Source: an optimization exercise on an open RTL-to-GDS flow (aim: small area, a short achievable clock period and few clock cycles). Production flows keep margins and buffers that such runs may drop. The RTL was checked by simulation tests, not by an equivalence proof against the original design.

==> flow/config.mk <==
export PLATFORM = sky130hd
export DESIGN_NAME = euclidean_distance_unit
export DESIGN_NICKNAME = euclidean_distance_unit
export VERILOG_FILES = /design/flow/design.v
export SDC_FILE = /design/flow/constraint.sdc
export NUM_CORES = 4
export LEC_CHECK = 0
export CAP_MARGIN = 20
export CORE_MARGIN = 2
export CORE_UTILIZATION = 40
export SLEW_MARGIN = 20
==> flow/constraint.sdc <==
create_clock -name core_clock -period 8.0 [get_ports {clk}]
set_input_delay 1.6000 -clock core_clock [delete_from_list [all_inputs] [get_ports {clk}]]
set_output_delay 1.6000 -clock core_clock [all_outputs]
set_load 0.01 [all_outputs]
==> flow/design.v <==
package edu_pkg;
    localparam int ELEM_W  = 16;                 
    localparam int DIFF_W  = ELEM_W + 1;         
    localparam int SQ_W    = 2 * DIFF_W;         
    localparam int ACC_W   = 46;                 
    localparam int ROOT_W  = ACC_W / 2;          
    localparam int REM_W   = ROOT_W + 3;         
    localparam int CNT_W   = $clog2(ROOT_W);     
    localparam int TDATA_IN_W  = 2 * ELEM_W;
    localparam int TDATA_OUT_W = ((ROOT_W + 7) / 8) * 8;
    typedef struct packed {
        logic accept;        
        logic load_root;     
        logic root_step;     
        logic load_out;      
    } cmd_t;
    typedef struct packed {
        logic last_sum;      
        logic out_free;      
    } stat_t;
endpackage
module edu_ctrl
(
    input  logic          clk,
    input  logic          rst_n,
    input  logic          in_valid,
    input  logic          in_last,
    input  edu_pkg::stat_t stat,
    output logic          in_ready,
    output edu_pkg::cmd_t cmd
);
    localparam logic [2:0] ST_ACC   = 3'd0;
    localparam logic [2:0] ST_DRAIN = 3'd1;
    localparam logic [2:0] ST_LOAD  = 3'd2;
    localparam logic [2:0] ST_ROOT  = 3'd3;
    localparam logic [2:0] ST_DONE  = 3'd4;
    localparam logic [edu_pkg::CNT_W-1:0] LAST_STEP =
        edu_pkg::CNT_W'(edu_pkg::ROOT_W - 1);
    logic [2:0]                state_reg, state_next;
    logic [edu_pkg::CNT_W-1:0] cnt_reg, cnt_next;
    assign in_ready = (state_reg == ST_ACC);
    always_comb
    begin
        state_next    = state_reg;
        cnt_next      = cnt_reg;
        cmd.accept    = 1'b0;
        cmd.load_root = 1'b0;
        cmd.root_step = 1'b0;
        cmd.load_out  = 1'b0;
        case (state_reg)
            ST_ACC:
            begin
                cmd.accept = in_valid;
                if (in_valid && in_last)
                begin
                    state_next = ST_DRAIN;
                end
            end
            ST_DRAIN:
            begin
                if (stat.last_sum)
                begin
                    state_next = ST_LOAD;
                end
            end
            ST_LOAD:
            begin
                cmd.load_root = 1'b1;
                cnt_next      = LAST_STEP;
                state_next    = ST_ROOT;
            end
            ST_ROOT:
            begin
                cmd.root_step = 1'b1;
                if (cnt_reg == '0)
                begin
                    state_next = ST_DONE;
                end
                else
                begin
                    cnt_next = cnt_reg - 1'b1;
                end
            end
            ST_DONE:
            begin
                if (stat.out_free)
                begin
                    cmd.load_out = 1'b1;
                    state_next   = ST_ACC;
                end
            end
            default:
            begin
                state_next = ST_ACC;
            end
        endcase
    end
    always_ff @(posedge clk or negedge rst_n)
    begin
        if (!rst_n)
        begin
            state_reg <= ST_ACC;
            cnt_reg   <= '0;
        end
        else
        begin
            state_reg <= state_next;
            cnt_reg   <= cnt_next;
        end
    end
endmodule
module edu_datapath
(
    input  logic                         clk,
    input  logic                         rst_n,
    input  logic [edu_pkg::ELEM_W-1:0]   element_a,
    input  logic [edu_pkg::ELEM_W-1:0]   element_b,
    input  logic                         last_element,
    input  edu_pkg::cmd_t                cmd,
    input  logic                         out_ready,
    output edu_pkg::stat_t               stat,
    output logic                         out_valid,
    output logic [edu_pkg::ROOT_W-1:0]   distance,
    output logic                         saturated
);
    logic signed [edu_pkg::DIFF_W-1:0] diff;
    logic [edu_pkg::DIFF_W-1:0]        mag;
    logic [edu_pkg::DIFF_W-1:0]        mag_reg;
    logic                              v1_reg, last1_reg;
    logic [edu_pkg::SQ_W-1:0]          sq_reg;
    logic                              v2_reg, last2_reg;
    logic [edu_pkg::ACC_W-1:0]         acc_reg;
    logic                              ovf_reg;
    logic [edu_pkg::ACC_W:0]           sum;
    logic [edu_pkg::ACC_W-1:0]         rad_reg;
    logic [edu_pkg::REM_W-1:0]         rem_reg;
    logic [edu_pkg::ROOT_W-1:0]        root_reg;
    logic                              root_sat_reg;
    logic [edu_pkg::REM_W-1:0]         rem_shift, trial;
    logic                              fits;
    logic                              out_valid_reg;
    logic [edu_pkg::ROOT_W-1:0]        dist_reg;
    logic                              sat_reg;
    function automatic logic signed [edu_pkg::DIFF_W-1:0] DIFF_W_SEXT
        (input logic [edu_pkg::ELEM_W-1:0] x);
        DIFF_W_SEXT = {x[edu_pkg::ELEM_W-1], x};
    endfunction
    assign diff = DIFF_W_SEXT(element_a) - DIFF_W_SEXT(element_b);
    assign mag  = diff[edu_pkg::DIFF_W-1] ? edu_pkg::DIFF_W'(-diff)
                                          : edu_pkg::DIFF_W'(diff);
    assign sum = {1'b0, acc_reg} + (edu_pkg::ACC_W + 1)'(sq_reg);
    assign rem_shift = {rem_reg[edu_pkg::REM_W-3:0],
                        rad_reg[edu_pkg::ACC_W-1 -: 2]};
    assign trial     = edu_pkg::REM_W'({root_reg, 2'b01});
    assign fits      = (rem_shift >= trial);
    assign stat.last_sum = v2_reg && last2_reg;
    assign stat.out_free = !out_valid_reg || out_ready;
    assign out_valid = out_valid_reg;
    assign distance  = dist_reg;
    assign saturated = sat_reg;
    always_ff @(posedge clk or negedge rst_n)
    begin
        if (!rst_n)
        begin
            v1_reg        <= 1'b0;
            v2_reg        <= 1'b0;
            acc_reg       <= '0;
            ovf_reg       <= 1'b0;
            out_valid_reg <= 1'b0;
        end
        else
        begin
            v1_reg <= cmd.accept;
            v2_reg <= v1_reg;
            if (cmd.load_root)
            begin
                acc_reg <= '0;
                ovf_reg <= 1'b0;
            end
            else if (v2_reg)
            begin
                if (sum[edu_pkg::ACC_W])
                begin
                    acc_reg <= '1;
                    ovf_reg <= 1'b1;
                end
                else
                begin
                    acc_reg <= sum[edu_pkg::ACC_W-1:0];
                end
            end
            if (cmd.load_out)
            begin
                out_valid_reg <= 1'b1;
            end
            else if (out_ready)
            begin
                out_valid_reg <= 1'b0;
            end
        end
    end
    always_ff @(posedge clk)
    begin
        mag_reg   <= mag;
        last1_reg <= last_element;
        sq_reg    <= mag_reg * mag_reg;
        last2_reg <= last1_reg;
        if (cmd.load_root)
        begin
            rad_reg      <= acc_reg;
            rem_reg      <= '0;
            root_reg     <= '0;
            root_sat_reg <= ovf_reg;
        end
        else if (cmd.root_step)
        begin
            rad_reg  <= {rad_reg[edu_pkg::ACC_W-3:0], 2'b00};
            rem_reg  <= fits ? (rem_shift - trial) : rem_shift;
            root_reg <= {root_reg[edu_pkg::ROOT_W-2:0], fits};
        end
        if (cmd.load_out)
        begin
            dist_reg <= root_reg;
            sat_reg  <= root_sat_reg;
        end
    end
endmodule
module euclidean_distance_unit
(
    input  logic                              clk,
    input  logic                              rst_n,
    input  logic                              s_axis_tvalid,
    output logic                              s_axis_tready,
    input  logic [edu_pkg::TDATA_IN_W-1:0]    s_axis_tdata,
    input  logic                              s_axis_tlast,    
    output logic                              m_axis_tvalid,
    input  logic                              m_axis_tready,
    output logic [edu_pkg::TDATA_OUT_W-1:0]   m_axis_tdata,
    output logic                              m_axis_tuser
);
    edu_pkg::cmd_t              cmd;
    edu_pkg::stat_t             stat;
    logic [edu_pkg::ROOT_W-1:0] distance;
    edu_ctrl u_ctrl
    (
        .clk      (clk),
        .rst_n    (rst_n),
        .in_valid (s_axis_tvalid),
        .in_last  (s_axis_tlast),
        .stat     (stat),
        .in_ready (s_axis_tready),
        .cmd      (cmd)
    );
    edu_datapath u_datapath
    (
        .clk          (clk),
        .rst_n        (rst_n),
        .element_a    (s_axis_tdata[edu_pkg::ELEM_W-1:0]),
        .element_b    (s_axis_tdata[edu_pkg::TDATA_IN_W-1:edu_pkg::ELEM_W]),
        .last_element (s_axis_tlast),
        .cmd          (cmd),
        .out_ready    (m_axis_tready),
        .stat         (stat),
        .out_valid    (m_axis_tvalid),
        .distance     (distance),
        .saturated    (m_axis_tuser)
    );
    assign m_axis_tdata = edu_pkg::TDATA_OUT_W'(distance);
endmodule
==> flow/run.sh <==
#!/bin/bash
# synth_recipe.tcl (not shown) runs the flow's synth.tcl, then flattens the netlist and writes it again
# the make line also repeats each setting of config.mk as NAME=value (left out here)
make -C /OpenROAD-flow-scripts/flow DESIGN_CONFIG=/design/flow/config.mk WORK_HOME=/design/flow/orfs CLKGATE_MAP_FILE= SYNTH_SCRIPT=/design/flow/synth_recipe.tcl finish
==> run summary <==
## cell usage in the layout, fill, tap and decap left out, types with 6 or more instances in the layout
master and instances:
xor2_1 31, a21oi_1 139, o211ai_1 9, clkdlybuf4s50_1 61, o311ai_0 14, nand3_1 61, nand4_1 26, nor2_1 97
mux2i_1 22, o221ai_1 6, and3_1 17, and4_1 7, nand2b_1 18, nor3_1 35, o21a_1 20, or3_1 11
nand2_1 182, o31ai_1 11, a311oi_1 8, clkbuf_1 8, or2_2 6, o21bai_1 17, clkbuf_16 28, fa_1 193
and2_1 64, inv_1 368, o21ai_0 91, a21o_1 43, dfrtp_1 57, mux2_2 47, edfxtp_1 71, nor2b_1 21
a31oi_1 32, dfxtp_1 99, nor4_1 7, a21boi_0 8, a211oi_1 14, buf_4 9, xnor2_1 62, ha_1 185
## worst min-delay path by stage
stage | from | to | slack [ps] | depth (start not counted)
5_1_grt | u_datapath.last1_reg$_DFF_P_ | u_datapath.last2_reg$_DFF_P_ | 360 | 0
2_1_floorplan | u_datapath.last1_reg$_DFF_P_ | u_datapath.last2_reg$_DFF_P_ | 310 | 0
6_report | u_datapath.last1_reg$_DFF_P_ | u_datapath.last2_reg$_DFF_P_ | 340 | 0
3_3_place_gp | u_datapath.last1_reg$_DFF_P_ | u_datapath.last2_reg$_DFF_P_ | 320 | 0
3_5_place_dp | u_datapath.last1_reg$_DFF_P_ | u_datapath.last2_reg$_DFF_P_ | 320 | 0
4_1_cts | u_datapath.last1_reg$_DFF_P_ | u_datapath.last2_reg$_DFF_P_ | 350 | 0
## metrics by stage
step / hold slack (ps) / utilization
after global placement: 321.1 / 0.4295
after CTS: 348.4 / 0.4480
after floorplan: 309.6 / -
after global routing: 355.9 / 0.4481
after detailed placement: 319.7 / 0.4300
final: 340.6 / 0.4481
## layout make-up
type,count,share of cell area
well taps,680,0.03679
flip-flops and latches,228,0.2407
inverters,370,0.06006
clock inverters,11,0.006817
clock buffers,39,0.03338
repair buffers,72,0.03073
multi-input cells,1582,0.5915
## critical path: stages (launching register included)
cell      delay [ps]
dfxtp_1          830
nand2_1          230
fa_1             590
inv_1             50
fa_1             470
inv_1             50
fa_1             490
inv_1             40
ha_1             310
fa_1             530
inv_1             50
fa_1             520
inv_1             40
ha_1             370
a211oi_1         250
nor3_1            80
a21oi_1          190
a21oi_1          140
nor4_1           630
o31ai_1          310
o311ai_0         430
## routing by layer
| layer | vias to the layer above | track usage | share of wire |
|---|---|---|---|
| li1 | 7707 | - | - |
| met1 | 7483 | 0.2294 | 0.46 |
| met2 | 270 | 0.3085 | 0.48 |
| met3 | 88 | 0.01593 | 0.029 |
| met4 | 2 | 0.05613 | 0.029 |
| met5 | - | 0 | 0.00028 |
## logic make-up after synthesis
kind of cell	Yosys count	share of synthesized area
multiplexers	69	0.03571
AND/OR/NAND/NOR	571	0.1350
flip-flops	228	0.2652
adder cells (fa/ha/maj)	378	0.2944
AO/OA/AOI/OAI	470	0.1469
buffers and inverters	461	0.08383
other	1	0.0001787
XOR/XNOR	93	0.03881
==> out/results.tsv <==
metric	value	unit
avgSynthCellArea	9.240	um^2
setup_viol	0	
grt_pass1_vias	16130	
drt_iter0_markers	642	
drc	0	
synth.area.top_cells	fa_1 18%, ha_1 11%, edfxtp_1 10%	
antennaDiodeCount	0	
slew_headroom	0.2980	
core	0.05161	mm^2
max_freq	148.5	MHz
grt_max_degree	59	
finalWeightedCongestion	0.8619	
die_h	233.0	um
crit_path_max_fanout	17	
finalHoldViolations	0	
fin_setup_tns	0	ps
cts_hold_buf	0	
io_buffer_count	62	
clk_latency	570	ps
reg2reg_depth	20	
skew	26.21	ps
fin_crit_sh	0.8416	
drv_slew	0	
fin_cells	2982	
grt_use_total	0.1763	
dr.pass1.iters	4	
ctsRootBufferMaster	clkbuf_16	
synth_cell_types	86	
seq_area_frac_synth	0.2652	
antenna_found_initial	1	
worstPathArrival	7170	ps
synth_seq_cells	228	
vias_per_cell	5.215	
rsz0062_at_grt	no	
synth_area_leader_cell	fa_1	
area_growth	10.20	%
start_kind	flip-flop	
dp.cells	2932	
synth_top_cell_area_share	0.1841	
start_util	0.4066	
wl	46800	um
die-area	0.05431	mm^2
drive_above_1_share	0.05647	
synth_ff_type	dfxtp_1	
final_antenna_net_count	0	
dpl-instance-area	0.02220	mm^2
place_ws	1267	ps
r2r-start	u_datapath.mag_reg[9]$_DFF_P_	
setup_ws	1268	ps
cts_buffers	27	
layout_min_cycle_time	6732	ps
regToRegSetupSlack	1270	ps
fillerInstances	5007	
dp_hpwl	36600	um
vias	15550	
cts_max_level	1	
syn_inst	2271	
reg2reg_to	u_datapath.sq_reg[31]$_DFF_P_	
final_nets	2696	
cts_max_path_buffers	3	
ios	64	
cap_violations	0	
ctsResizeCount	0	
hold_class	flip-flop to flip-flop	
synthesis.area	0.02099	mm^2
tritoncts	built	
multi_input_area	0.01368	mm^2
status	no timing/DRC/antenna violations	
crit_end	u_datapath.sq_reg[31]$_DFF_P_	
ys_warn_count	2	
async_flop_share	0.2544	
endpoint_kind	flip-flop	
grt_pass1_wl	79250	um
synth.most_common_cell	inv_1	
crit_type	flip-flop to flip-flop	
grt_overflow	0	
cts.sinks	228	
seq_area	0.005567	mm^2
critPathLaunch	u_datapath.mag_reg[9]$_DFF_P_	
fin_area	0.02313	mm^2
die_w	233.0	um
std_cell_rows	83	
synth.top_cells.by_count	370 x inv_1, 193 x fa_1, 185 x ha_1, 182 x nand2_1, 139 x a21oi_1	
synth_edf_count	71	
postCtsSetupRepairBufs	0	
clkTransAtPathRegs	60	ps
wl_per_cell	15.69	um
tightestPinTransition	1048	ps
syn_nets	2686	
cp.required	8440	ps
Testbench counts, summed over its fixed seeds: cycles 45,963.

[what the ideal ports hide]
The results above use ideal ports. As a check the final layout listed here was re-extracted and re-timed, cells and wires unchanged.
Step 1 assumes that a clkbuf_16 drives the clock port and a buf_2 every other input.
Step 2 also shifts input and output timing later by t, the mid clock arrival at the registers, as if the neighbouring blocks saw the same clock.
Slacks: ideal ports / drivers / drivers and shift; pairs: ideal ports / drivers.
t (ns): 0.611
slack for setup (ns): 1.268 / 1.268 / 1.268
worst hold slack (ns): 0.341 / 0.341 / 0.341
worst data-port slew with drivers (ns): 0.03
cell pins on the clock port's net: 1
After both steps setup and hold are still met in this run. The setup slack of this run moves by 0.000 ns with the drivers and by 0.000 ns with both steps.
